Background: an optimization exercise with open tools, aiming at small area, a short achievable clock period and few clock cycles per item. Do not read the settings as production practice. Only simulation tests tie the RTL to the original design; equivalence was not proved.

## dds_sine_sample_generator
module dds_sine_sample_generator (
    input  logic                  clk,
    input  logic                  rst_n,
    input  logic                  in_valid,
    output logic                  in_ready,
    input  logic                  restart,
    output logic                  out_valid,
    input  logic                  out_ready,
    output dds_pkg::code_t        sample,
    input  logic                  cfg_valid,
    output logic                  cfg_ready,
    input  logic [1:0]            cfg_index,
    input  logic [31:0]           cfg_data
);
    logic [31:0] phase_step_reg;
    logic [11:0] low_code_reg;
    logic [11:0] high_code_reg;
    logic [31:0] phase_acc_reg;
    logic [31:0] acc_sum;
    logic        in_ready_reg, in_busy_reg, in_fire;
    logic        v1_reg, v2_reg, v3_reg;
    logic        en1, en2, en3;
    logic [11:0] sine1_reg, lo1_reg, span1_reg;
    logic [23:0] row2a_reg, row2b_reg;
    logic [11:0] xh3_reg;
    logic        c3_reg;
    logic [11:0] head_reg, tail_reg;
    logic        head_v_reg, tail_v_reg;
    logic [11:0] rom_val, sine_next, lo_next, span_next;
    logic [23:0] row_a, row_b;
    logic [23:0] x_sum;
    logic [11:0] res;
    logic        wr, rd;
    logic        v1_next, v2_next, v3_next, head_v_next, tail_v_next;
    assign cfg_ready = 1'b1;
    always_ff @(posedge clk or negedge rst_n)
    begin
        if (!rst_n)
        begin
            phase_step_reg <= '0;
            low_code_reg   <= '0;
            high_code_reg  <= 12'd4095;
        end
        else if (cfg_valid)
        begin
            case (cfg_index)
                2'd0: phase_step_reg <= cfg_data;
                2'd1: low_code_reg   <= cfg_data[11:0];
                2'd2: high_code_reg  <= cfg_data[11:0];
                default: ;
            endcase
        end
    end
    assign in_ready = in_ready_reg;
    assign in_fire  = in_valid & ~in_busy_reg;
    assign wr  = v3_reg & ~tail_v_reg;
  ...
export LEC_CHECK = 0
export CAP_MARGIN = 20
export CORE_MARGIN = 2
export CORE_UTILIZATION = 40
export SLEW_MARGIN = 20
create_clock -name core_clock -period 11.0 [get_ports {clk}]
standard.sh (not shown) runs the stock make flow with config.mk's settings and CLKGATE_MAP_FILE= SYNTH_SCRIPT=/design/flow/synth_recipe.tcl, a recipe that flattens the netlist after the stock synthesis.
==> flow/flow/run.sh <==
#!/bin/bash
# The standard layout (the standard.sh) with three changes to how it is
# made: port buffers use a plain buffer cell instead of the delay cell the
# resizer picks by default; setup repair aims at a margin below the clock
# period; and repair works on the worst path only (TNS_END_PERCENT).
set -euo pipefail
bash standard.sh \
  "SETUP_SLACK_MARGIN=7.4" \
  "TNS_END_PERCENT=100" \
  "BUFFER_PORTS_ARGS=-buffer_cell sky130_fd_sc_hd__buf_2" \
  finish > standard_flow.log 2>&1
Testbench counts at the start, summed over its fixed seeds: cycles 16,016, items 16,000.
Change:
==> flow/flow/run.sh (replaced) <==
#!/bin/bash
set -euo pipefail
bash standard.sh \
  "SETUP_SLACK_MARGIN=7.4" \
  "CORE_UTILIZATION=60" \
  "BUFFER_PORTS_ARGS=-buffer_cell sky130_fd_sc_hd__buf_2" \
  finish > standard_flow.log 2>&1
=>
- count of clock-buffer cells in the layout decreases by 3
- clock skew came out lower by 0.023 ns
- setup slack gains 0.017 ns
- register-to-register slack gains 0.02 ns
- synthesized area is unchanged
- routed wire length shrinks by 1.4%
- final area falls by 0.47%
- via count came out higher by 1.0%
- global-route usage goes up by 9.0 points
Change:
==> flow/flow/run.sh (replaced) <==
#!/bin/bash
# The standard layout (the standard.sh) with three changes to how it is
# made: port buffers use a plain buffer cell instead of the delay cell the
# resizer picks by default; setup repair aims at a margin below the clock
# period; and repair works on the worst path only (TNS_END_PERCENT).
set -euo pipefail
bash standard.sh \
  "SETUP_SLACK_MARGIN=7.4" \
  "TNS_END_PERCENT=100" \
  "ADDER_MAP_FILE=" \
  "BUFFER_PORTS_ARGS=-buffer_cell sky130_fd_sc_hd__buf_2" \
  finish > standard_flow.log 2>&1
Core utilization decreases by 23 points.
Area after synthesis goes up by 14%.
Design area climbs by 14%.
Global-route usage drops by 7.1 points.
Clock-buffer cell count fell by 4.
Cell count came out higher by about 40%.
Non-clock buffer count grows by 10.
Change:
--- a/flow/flow/run.sh
+++ b/flow/flow/run.sh
@@ -7,5 +7,4 @@
 bash standard.sh \
-  "SETUP_SLACK_MARGIN=7.4" \
+  "SETUP_SLACK_MARGIN=7.6" \
   "TNS_END_PERCENT=100" \
-  "ADDER_MAP_FILE=" \
   "BUFFER_PORTS_ARGS=-buffer_cell sky130_fd_sc_hd__buf_2" \
Die area falls by roughly a tenth.
Routed wire length goes down by a quarter to a third.
Sequential cell count stays the same.
Clock skew went down by 0.0031 ns.
Core utilization rises by 1.0 points.
Cell area went down by roughly a tenth.
Count of clock-buffer cells in the layout rose by 6.

* * *

wip/willow:
Another version of the RTL of dds_sine_sample_generator (not shown whole).
Size: about 2,100 cells after synthesis, roughly 230 flip-flops, ~55 I/O pins.
clock: 11.0 ns
lec_check: 0
cap_margin: 20
core_margin: 2
core_utilization: 40
slew_margin: 20
==> flow/flow/run.sh <==
#!/bin/bash
# The standard layout (the standard.sh) with three changes to how it is
# made: port buffers use a plain buffer cell instead of the delay cell the
# resizer picks by default; setup repair aims at a margin below the clock
# period; and repair works on the worst path only (TNS_END_PERCENT).
set -euo pipefail
bash standard.sh \
  "SETUP_SLACK_MARGIN=7.8" \
  "TNS_END_PERCENT=0" \
  "ADDER_MAP_FILE=" \
  "BUFFER_PORTS_ARGS=-buffer_cell sky130_fd_sc_hd__buf_2" \
  finish > standard_flow.log 2>&1
Testbench counts of wip/willow, summed over its fixed seeds: cycles 16,016, items 16,000.
Edits applied to the flow inputs when going from wip/willow to wip/onyx:
==> flow/flow/run.sh <==
#!/bin/bash
# Standard ORFS layout, with port buffers of a plain buffer cell and the
# setup repair aiming for margin below the clock period.
set -euo pipefail
bash standard.sh \
  "SETUP_SLACK_MARGIN=7.9" \
  "BUFFER_PORTS_ARGS=-buffer_cell sky130_fd_sc_hd__buf_2" \
  finish > standard_flow.log 2>&1
Notes after the runs:
Delta (wip/onyx minus wip/willow): global-route met3 utilization moved up, routed wire length moved down, core area moved down, clock slew seen by the registers of the worst setup and hold paths level.
wip/onyx vs. wip/willow: synthesized net count dropped 208; per-cell via count in the routed design dropped about 7%.
Measured against each other, wip/willow and wip/onyx differ in global-route usage, the higher figure coming from wip/willow.
What wip/fjord does differently from wip/onyx at the input level:
--- a/flow/flow/run.sh
+++ b/flow/flow/run.sh
@@ -6 +6 @@
-  "SETUP_SLACK_MARGIN=7.9" \
+  "SETUP_SLACK_MARGIN=7.3" \
## What came out
The lower routed wire length on met2 came out of wip/fjord. wip/fjord — layout-stage area growth over the synthesis result 14 points lower, wip/onyx as reference. Time the final worst path needs with I/O delays and setup: lower on wip/onyx. Across both runs, final cell utilization of the core was lower for wip/fjord than for wip/onyx. Taking wip/onyx as the reference, in wip/fjord number of inserted filler cells in the final layout picked up an extra about 8%; final design area excluding fillers lost 0.0025 mm2; total clock buffers created by CTS lost 3.7%. Summary: wire length of the first global-routing pass, wip/fjord better than wip/onyx. Summary — aggregate routed wire length, wip/fjord relative to wip/onyx: lower, by 8.6%.
Input changes introduced in wip/sierra (baseline for comparison: wip/fjord):
--- a/flow/flow/run.sh
+++ b/flow/flow/run.sh
@@ -6 +6 @@
-  "SETUP_SLACK_MARGIN=7.3" \
+  "SETUP_SLACK_MARGIN=7.7" \
Notes after the runs:
- Worst hold margin in wip/sierra is 0.0038 ns lower than in wip/fjord
- | total number of vias | higher: wip/sierra |
- Comparing wip/fjord and wip/sierra, the lower non-clock buffer count is on wip/fjord.
- The final reports for wip/sierra and wip/fjord show clock-buffer cell count lower in the former.
- The final critical path time including I/O delays and setup reported for wip/sierra is smaller than that of wip/fjord by 0.19 ns.
- Looking at measured slew at the worst slew-check pin, wip/sierra sits above wip/fjord.
For wip/violet, these inputs were changed with respect to wip/sierra:
--- a/flow/flow/run.sh
+++ b/flow/flow/run.sh
@@ -6 +6 @@
-  "SETUP_SLACK_MARGIN=7.7" \
+  "SETUP_SLACK_MARGIN=0" \
Findings:
- Proportion of layout cells with a drive suffix above 1 on wip/violet is down relative to wip/sierra.
- Against wip/sierra, wip/violet reports a total length of routed wires that is lower.
- wip/violet -> wip/sierra: number of cells in the design after placement delta 0, exact match
- Sequential cell count came out exactly the same in wip/violet and wip/sierra.
- Re worst setup slack: wip/violet and wip/sierra aren't equal, and the higher value belongs to wip/sierra.
For wip/zinc, these inputs were changed with respect to wip/violet:
==> flow/flow/run.sh <==
#!/bin/bash
# The standard layout (the standard.sh) with three changes to how it is
# made: port buffers use a plain buffer cell instead of the delay cell the
# resizer picks by default; setup repair aims at a margin below the clock
# period; and repair works on the worst path only (TNS_END_PERCENT).
set -euo pipefail
bash standard.sh \
  "SETUP_SLACK_MARGIN=7.8" \
  "TNS_END_PERCENT=0" \
  "BUFFER_PORTS_ARGS=-buffer_cell sky130_fd_sc_hd__buf_2" \
  finish > standard_flow.log 2>&1
## What came out
- wip/zinc | status: complete | timing, DRC, antenna: pass
- From wip/violet to wip/zinc the numbers moved as follows: non-clock buffer count grew by about 180%; routed wire length climbed 7.0%.
- Reported for wip/violet and wip/zinc, netlist area before placement turned out identical to the last digit.

* * *

job 7624:
Another version of the RTL of dds_sine_sample_generator (not shown whole).
For scale: ~1,600 cells after synthesis, ~55 I/O pins, ~17,000 µm² of cells after synthesis.
// dds_sine_sample_generator
module dds_sine_sample_generator (
    input  logic                  clk,
    input  logic                  rst_n,
    input  logic                  in_valid,
    output logic                  in_ready,
    input  logic                  restart,
    output logic                  out_valid,
    input  logic                  out_ready,
    output dds_pkg::code_t        sample,
    input  logic                  cfg_valid,
    output logic                  cfg_ready,
    input  logic [1:0]            cfg_index,
    input  logic [31:0]           cfg_data
);
export LEC_CHECK = 0
export CAP_MARGIN = 20
export CORE_MARGIN = 2
export CORE_UTILIZATION = 40
export SLEW_MARGIN = 20
create_clock -name core_clock -period 11.0 [get_ports {clk}]
==> flow/flow/run.sh <==
#!/bin/bash
# The standard layout (the standard.sh) with changes to how it is made:
#  - after the standard synthesis, flow/fa_polarity.py removes inverter
#    pairs around full-adder cells (a full adder is self-dual, so an adder
#    whose inputs all arrive inverted can take the plain inputs and give
#    inverted outputs); the netlist's function and registers are unchanged;
#  - port buffers use a plain buffer cell instead of the delay cell the
#    resizer picks by default;
set -euo pipefail
run_std() {
  bash standard.sh \
  "SETUP_SLACK_MARGIN=7.5" \
  "CTS_CLUSTER_SIZE=20" \
  "CTS_CLUSTER_DIAMETER=60" \
  "BUFFER_PORTS_ARGS=-buffer_cell sky130_fd_sc_hd__buf_2" \
  "$@"
}
run_std synth > standard_synth.log 2>&1
R=orfs/results/${FLOW_PLATFORM}/dds_sine_sample_generator/base
python3 flow/fa_polarity.py $R/1_2_yosys.v $R/1_2_yosys_pol.v > fa_polarity.log 2>&1
cp $R/1_2_yosys.v $R/1_2_yosys_orig.v
mv $R/1_2_yosys_pol.v $R/1_2_yosys.v
rm -f $R/1_synth.odb $R/1_synth.sdc
run_std finish > standard_flow.log 2>&1
Other scripts of this flow, unchanged in this note and not shown: flow/flow/fa_polarity.py
Testbench counts of job 7624, summed over its fixed seeds: cycles 16,016, items 16,000.
The inputs of job 4807 differ from those of job 7624 as listed below.
-- flow/flow/run.sh --
<<< job 7624, line 10
run_std() {
  bash standard.sh \
  "SETUP_SLACK_MARGIN=7.5" \
  "CTS_CLUSTER_SIZE=20" \
  "CTS_CLUSTER_DIAMETER=60" \
  "BUFFER_PORTS_ARGS=-buffer_cell sky130_fd_sc_hd__buf_2" \
  "$@"
>>> job 4807, line 10
run_std() {
  bash standard.sh \
  "SETUP_SLACK_MARGIN=7.75" \
  "BUFFER_PORTS_ARGS=-buffer_cell sky130_fd_sc_hd__buf_2" \
  "$@"
==> comparison <==
Relative area of clock buffers and inverters in the final design came out higher on job 4807 than on job 7624.
Taking job 7624 as the reference, in job 4807 worst hold slack neither gained nor lost much, non-clock buffer count picked up an extra about 24%.
Global-route total usage across every layer | job 4807 above job 7624
Job 4807 vs. job 7624: average detailed-routed wire length per instance level, pin count of the biggest net entering global routing -4, share of the final layout cell area in sequential cells down 1.1 points.
The cell area of job 4807 is higher than that of job 7624.

## separate check: timing with driven ports
Ports are ideal in the flow. The routed layouts listed here were re-timed in OpenROAD.
Step 1, drivers: a clkbuf_16 drives clk and a buf_2 each remaining input, both assumed.
Step 2 adds t to the input delays and takes it off the output delays; t is the mean of the earliest and latest rising clock arrival at the registers after step 1. Input paths then give back, and output paths get back, about the clock's delay inside the block.
a / b / c = ideal / step 1 / step 2; a / b = the first two.
run | t (ns) | setup slack, ns | hold WS [ns] | worst setup path after step 2 | cell pins on the clock port's net
the first run of note 1 | 0.589 | 7.388 / 7.388 / 7.225 | 0.486 / 0.486 / 0.486 | input to register | 1
the second run of note 1 | 0.561 | 7.405 / 7.405 / 7.243 | 0.481 / 0.481 / 0.481 | input to register | 1
the third run of note 1 | 0.591 | 7.331 / 7.331 / 7.109 | 0.487 / 0.487 / 0.487 | input to register | 1
the fourth run of note 1 | 0.573 | 7.311 / 7.311 / 7.311 | 0.485 / 0.485 / 0.485 | register to register | 1
wip/willow | 0.595 | 7.664 / 7.664 / 7.117 | 0.498 / 0.498 / 0.498 | input to register | 1
wip/onyx | 0.595 | 7.614 / 7.614 / 7.310 | 0.487 / 0.487 / 0.487 | input to register | 1
wip/fjord | 0.591 | 7.406 / 7.406 / 7.232 | 0.483 / 0.483 / 0.483 | input to register | 1
wip/sierra | 0.597 | 7.599 / 7.599 / 7.221 | 0.480 / 0.480 / 0.480 | input to register | 1
wip/violet | 0.580 | 6.227 / 6.227 / 6.227 | 0.483 / 0.483 / 0.483 | register to register | 1
wip/zinc | 0.593 | 7.571 / 7.571 / 7.286 | 0.485 / 0.485 / 0.485 | input to register | 1
job 7624 | 0.583 | 7.578 / 7.578 / 7.119 | 0.490 / 0.490 / 0.490 | input to register | 1
job 4807 | 0.601 | 7.599 / 7.599 / 7.487 | 0.487 / 0.487 / 0.487 | input to register | 1
After both steps setup and hold are still met in every run listed. The setup slack of wip/willow, which loses most, moves by 0.000 ns with the drivers and by -0.547 ns with both steps.
